Context: an optimization exercise on an open-source flow, tuned for small area, a short achievable clock period and few clock cycles per item. The choices shown serve that exercise and are no tape-out recipe.
Where RTL was checked, it was by simulation tests only, not by an equivalence proof against the original.
Power is estimated from default activity; no workload was simulated.

P:
Design systolic_top, start of the top module:
module systolic_top (
    input  logic        clk,
    input  logic        rst_n,
    input  logic        wb_cyc,
    input  logic        wb_stb,
    input  logic        wb_we,
    input  logic [5:0]  wb_adr,
    input  logic [31:0] wb_dat_w,
    output logic [31:0] wb_dat_r,
    output logic        wb_ack
);
clock: 9.0 ns
lec_check: 0
abc_area: 1
cap_margin: 20
core_margin: 2
core_utilization: 40
setup_slack_margin: 5
slew_margin: 20
standard.sh (not shown) runs the stock make flow with config.mk's settings and CLKGATE_MAP_FILE= SYNTH_SCRIPT=/design/flow/synth_recipe.tcl, a recipe that flattens the netlist after the stock synthesis.
==> flow/flow/run.sh <==
#!/bin/bash
set -euo pipefail
bash standard.sh SETUP_SLACK_MARGIN=6 finish > flow.log 2>&1
Setup changes, P to Q
# P
export LEC_CHECK = 0
export ABC_AREA = 1
export CAP_MARGIN = 20
export CORE_MARGIN = 2
export CORE_UTILIZATION = 40
export SETUP_SLACK_MARGIN = 5
export SLEW_MARGIN = 20
create_clock -name core_clock -period 9.0 [get_ports {clk}]
# Q
export LEC_CHECK = 0
export ABC_AREA = 1
export CAP_MARGIN = 20
export CORE_MARGIN = 2
export CORE_UTILIZATION = 40
export CTS_BUF_LIST = sky130_fd_sc_hd__clkbuf_8
export SETUP_SLACK_MARGIN = 5
export SLEW_MARGIN = 20
create_clock -name core_clock -period 9.0 [get_ports {clk}]
Notes after the runs:
Q: no failed stages, no open violations at the end. Q vs P, non-clock buffer count went down by 5.1%. Core utilization: Q lower than P. | cell depth of the worst flop-to-flop path | P vs Q | ≈ equal |. As far as die area goes, Q and P are indistinguishable; the numbers are identical. In the reports for P and Q, the smaller number of global-route vias before repair belongs to Q. Compared with P, number of clock buffers in the layout in Q increased by more than 10%. Comparing P and Q, the lower multi-input gate share of the layout cell area is on P. Routed wire in Q totals less than in P. P has a lower share of total power in combinational logic than Q.
Edits applied to the flow inputs when going from Q to R:
# Q
export LEC_CHECK = 0
export ABC_AREA = 1
export CAP_MARGIN = 20
export CORE_MARGIN = 2
export CORE_UTILIZATION = 40
export CTS_BUF_LIST = sky130_fd_sc_hd__clkbuf_8
export SETUP_SLACK_MARGIN = 5
export SLEW_MARGIN = 20
create_clock -name core_clock -period 9.0 [get_ports {clk}]
# R
export LEC_CHECK = 0
export ABC_AREA = 1
export CAP_MARGIN = 20
export CORE_MARGIN = 2
export CORE_UTILIZATION = 40
export CTS_BUF_LIST = sky130_fd_sc_hd__clkbuf_8
export CTS_CLUSTER_DIAMETER = 60
export CTS_CLUSTER_SIZE = 16
export SETUP_SLACK_MARGIN = 5
export SLEW_MARGIN = 20
create_clock -name core_clock -period 9.0 [get_ports {clk}]
### Flow results
- Critical path depth came out exactly the same in Q and R.
- Part of the power in combinational logic (R over Q): increase, 3.0 points
- Diff Q -> R | post-layout instance count excluding filler cells | down slightly
- R against Q: wire length down 1.9%, final instance area now sits lower, aggregate global-route resource usage decreased by 0.43 points relative to the old numbers, worst hold slack after final layout moved down.
Function was not checked in any run of this note: the RTL went through the layout flow alone.

Another version of the RTL of systolic_top (not shown whole).
Size: roughly 2200 cells after synthesis, ~76 I/O pins, roughly 18000 sq um of cells after synthesis.
clock: 9.0 ns
lec_check: 0
abc_area: 1
cap_margin: 20
core_margin: 2
core_utilization: 40
setup_slack_margin: 5
slew_margin: 20
==> flow/flow/run.sh <==
#!/bin/bash
set -euo pipefail
MARGIN=${MARGIN:-6}
bash standard.sh SETUP_SLACK_MARGIN=$MARGIN \
  "CTS_ARGS=-sink_clustering_enable -repair_clock_nets -sink_clustering_size 16 -sink_clustering_max_diameter 60 -buf_list sky130_fd_sc_hd__clkbuf_8 -dont_use_dummy_load" \
  finish > flow.log 2>&1
Testbench counts at the start, summed over its fixed seeds: cycles 11,520, jobs 384.
Edit:
--- a/flow/flow/run.sh
+++ b/flow/flow/run.sh
@@ -2,3 +2,3 @@
 set -euo pipefail
-MARGIN=${MARGIN:-6}
+MARGIN=${MARGIN:-5.8}
 bash standard.sh SETUP_SLACK_MARGIN=$MARGIN \
Final cell count is lower by about 0.9%.
Sequential cell count does not change.
Synthesized cell count stays the same.
Sequential power stays flat.
Edit:
==> flow/flow/run.sh (replaced) <==
#!/bin/bash
# The standard layout (the standard.sh, unchanged synthesis), with
#  - a clock tree of mid-size buffers, clusters of up to 16 flip-flops and no
#    dummy balancing loads,
#  - plain buf_4 cells as the port buffers.
# Each tool's log is under orfs/logs; make's output goes to flow.log.
set -euo pipefail
MARGIN=${MARGIN:-6}
bash standard.sh SETUP_SLACK_MARGIN=$MARGIN \
  "CTS_ARGS=-sink_clustering_enable -repair_clock_nets -sink_clustering_size 16 -sink_clustering_max_diameter 60 -buf_list sky130_fd_sc_hd__clkbuf_8 -dont_use_dummy_load" \
  "BUFFER_PORTS_ARGS=-buffer_cell sky130_fd_sc_hd__buf_4" \
  finish > flow.log 2>&1
- CORE_UTILIZATION: 40 -> 50
=> Core utilization rose by 11 points. First-iteration DRC count fell by about 8%. Power is about the same. Count of clock-buffer cells in the layout stays the same. Register-to-register slack gains 0.15 ns.

## v32
systolic_top again, from the RTL that the note above started with.
Design systolic_top, start of the top module:
module systolic_top (
    input  logic        clk,
    input  logic        rst_n,
    input  logic        wb_cyc,
    input  logic        wb_stb,
    input  logic        wb_we,
    input  logic [5:0]  wb_adr,
    input  logic [31:0] wb_dat_w,
    output logic [31:0] wb_dat_r,
    output logic        wb_ack
);
==> flow/config.mk <==
export PLATFORM = sky130hd
export DESIGN_NAME = systolic_top
export DESIGN_NICKNAME = systolic_top
export VERILOG_FILES = /design/flow/design.v
export SDC_FILE = /design/flow/constraint.sdc
export NUM_CORES = 4
export LEC_CHECK = 0
export ABC_AREA = 1
export CAP_MARGIN = 20
export CORE_MARGIN = 2
export CORE_UTILIZATION = 40
export SETUP_SLACK_MARGIN = 5
export SLEW_MARGIN = 20
==> flow/constraint.sdc <==
create_clock -name core_clock -period 9.0 [get_ports {clk}]
set_input_delay 1.8000 -clock core_clock [delete_from_list [all_inputs] [get_ports {clk}]]
set_output_delay 1.8000 -clock core_clock [all_outputs]
set_load 0.01 [all_outputs]
==> flow/flow/run.sh <==
#!/bin/bash
# The standard layout (the standard.sh, unchanged synthesis), with
#  - a clock tree of mid-size buffers, clusters of up to 16 flip-flops and no
#    dummy balancing loads,
#  - plain buf_4 cells as the port buffers.
# Each tool's log is under orfs/logs; make's output goes to flow.log.
set -euo pipefail
MARGIN=${MARGIN:-6}
bash standard.sh SETUP_SLACK_MARGIN=$MARGIN \
  "CTS_ARGS=-sink_clustering_enable -repair_clock_nets -sink_clustering_size 16 -sink_clustering_max_diameter 60 -buf_list sky130_fd_sc_hd__clkbuf_8 -dont_use_dummy_load" \
  "BUFFER_PORTS_ARGS=-buffer_cell sky130_fd_sc_hd__buf_4" \
  finish > flow.log 2>&1
v32 finished end to end and its layout was clean on timing, DRC and antenna.
Testbench counts of v32, summed over its fixed seeds: cycles 11,520, jobs 384.
What v13 does differently from v32 at the input level:
-- flow/config.mk --
<<< v32, line 7
export LEC_CHECK = 0
export ABC_AREA = 1
export CAP_MARGIN = 20
>>> v13, line 7
export LEC_CHECK = 0
export CAP_MARGIN = 20
### Flow results
Count of clock-buffer cells in the layout ended up 1 lower on v13 than on v32. Compared to v32, the router laid down less metal wire for v13. Taking v32 as the reference, in v13 worst-case hold slack increased by 0.046 ns relative to the old numbers, minimum clock period after layout increased by 0.14 ns relative to the old numbers, leakage power figure decreased by 19% relative to the old numbers, number of buffers inserted during clock tree synthesis decreased by 3.4% relative to the old numbers, total area of sequential cells closely matched the old numbers. Summary: total number of vias, v13 better than v32.

purple:
systolic_top again, from the RTL that the note above started with.
==> flow/config.mk <==
export PLATFORM = sky130hd
export DESIGN_NAME = systolic_top
export DESIGN_NICKNAME = systolic_top
export VERILOG_FILES = /design/flow/design.v
export SDC_FILE = /design/flow/constraint.sdc
export NUM_CORES = 4
export LEC_CHECK = 0
export ABC_AREA = 1
export CAP_MARGIN = 20
export CORE_MARGIN = 2
export CORE_UTILIZATION = 40
export SETUP_SLACK_MARGIN = 5
export SLEW_MARGIN = 20
==> flow/constraint.sdc <==
create_clock -name core_clock -period 9.0 [get_ports {clk}]
set_input_delay 1.8000 -clock core_clock [delete_from_list [all_inputs] [get_ports {clk}]]
set_output_delay 1.8000 -clock core_clock [all_outputs]
set_load 0.01 [all_outputs]
==> flow/flow/run.sh <==
#!/bin/bash
set -euo pipefail
MARGIN=${MARGIN:-6.3}
bash standard.sh SETUP_SLACK_MARGIN=$MARGIN \
  "CTS_ARGS=-sink_clustering_enable -repair_clock_nets -sink_clustering_size 16 -sink_clustering_max_diameter 60 -buf_list sky130_fd_sc_hd__clkbuf_8 -dont_use_dummy_load" \
  finish > flow.log 2>&1
Testbench counts of purple, summed over its fixed seeds: cycles 11,520, jobs 384.
Input-level comparison between red and purple:
- putting PLACE_DENSITY at 0.72 where nothing was set
--- a/flow/flow/run.sh
+++ b/flow/flow/run.sh
@@ -1,0 +2,5 @@
+# The standard layout (the standard.sh, unchanged synthesis), with
+#  - a clock tree of mid-size buffers, clusters of up to 16 flip-flops and no
+#    dummy balancing loads,
+#  - plain buf_4 cells as the port buffers.
+# Each tool's log is under orfs/logs; make's output goes to flow.log.
@@ -3 +8 @@
-MARGIN=${MARGIN:-6.3}
+MARGIN=${MARGIN:-6}
@@ -5,0 +11 @@
+  "BUFFER_PORTS_ARGS=-buffer_cell sky130_fd_sc_hd__buf_4" \
Notes after the runs:
What red reported for first-iteration DRC count has to be multiplied by 1.14 to get the figure for purple. Looking at total power, red sits 6.3% lower than purple does. The run showing the smaller fraction of the cycle the final worst path needs is purple. Looking only at post-layout minimum cycle time, and setting everything else aside, the lower value of red and purple goes to purple.

## separate check: timing with driven ports
Ports are ideal in the flow. The routed layouts listed here were re-timed in OpenROAD. Step 1, drivers: a clkbuf_16 drives clk and a buf_2 each remaining input, both assumed. Step 2, shift: input delay + t, output delay - t, t = (earliest + latest rising clock arrival at the registers) / 2. This alone moves slack from input paths to output paths. a / b / c = ideal ports / drivers / drivers and shift; a / b = the first two.
run	shift t [ns]	setup slack, ns	worst setup path at the end	pins driven straight from the clock port
P	0.603	5.985 / 5.991 / 5.394	input to register	1
Q	0.684	6.022 / 5.969 / 5.380	input to register	1
R	0.671	6.007 / 5.954 / 5.365	input to register	1
the first run of note 2	0.660	5.991 / 5.949 / 5.364	input to register	1
the second run of note 2	0.653	5.797 / 5.823 / 5.170	input to register	1
the third run of note 2	0.601	6.032 / 6.036 / 5.449	input to register	1
v32	0.665	6.004 / 5.987 / 5.367	input to register	1
v13	0.635	5.863 / 5.863 / 5.314	input to register	1
purple	0.673	6.076 / 6.021 / 5.594	input to register	1
red	0.641	6.019 / 5.991 / 5.387	input to register	1
After both steps every run listed still meets setup and hold.
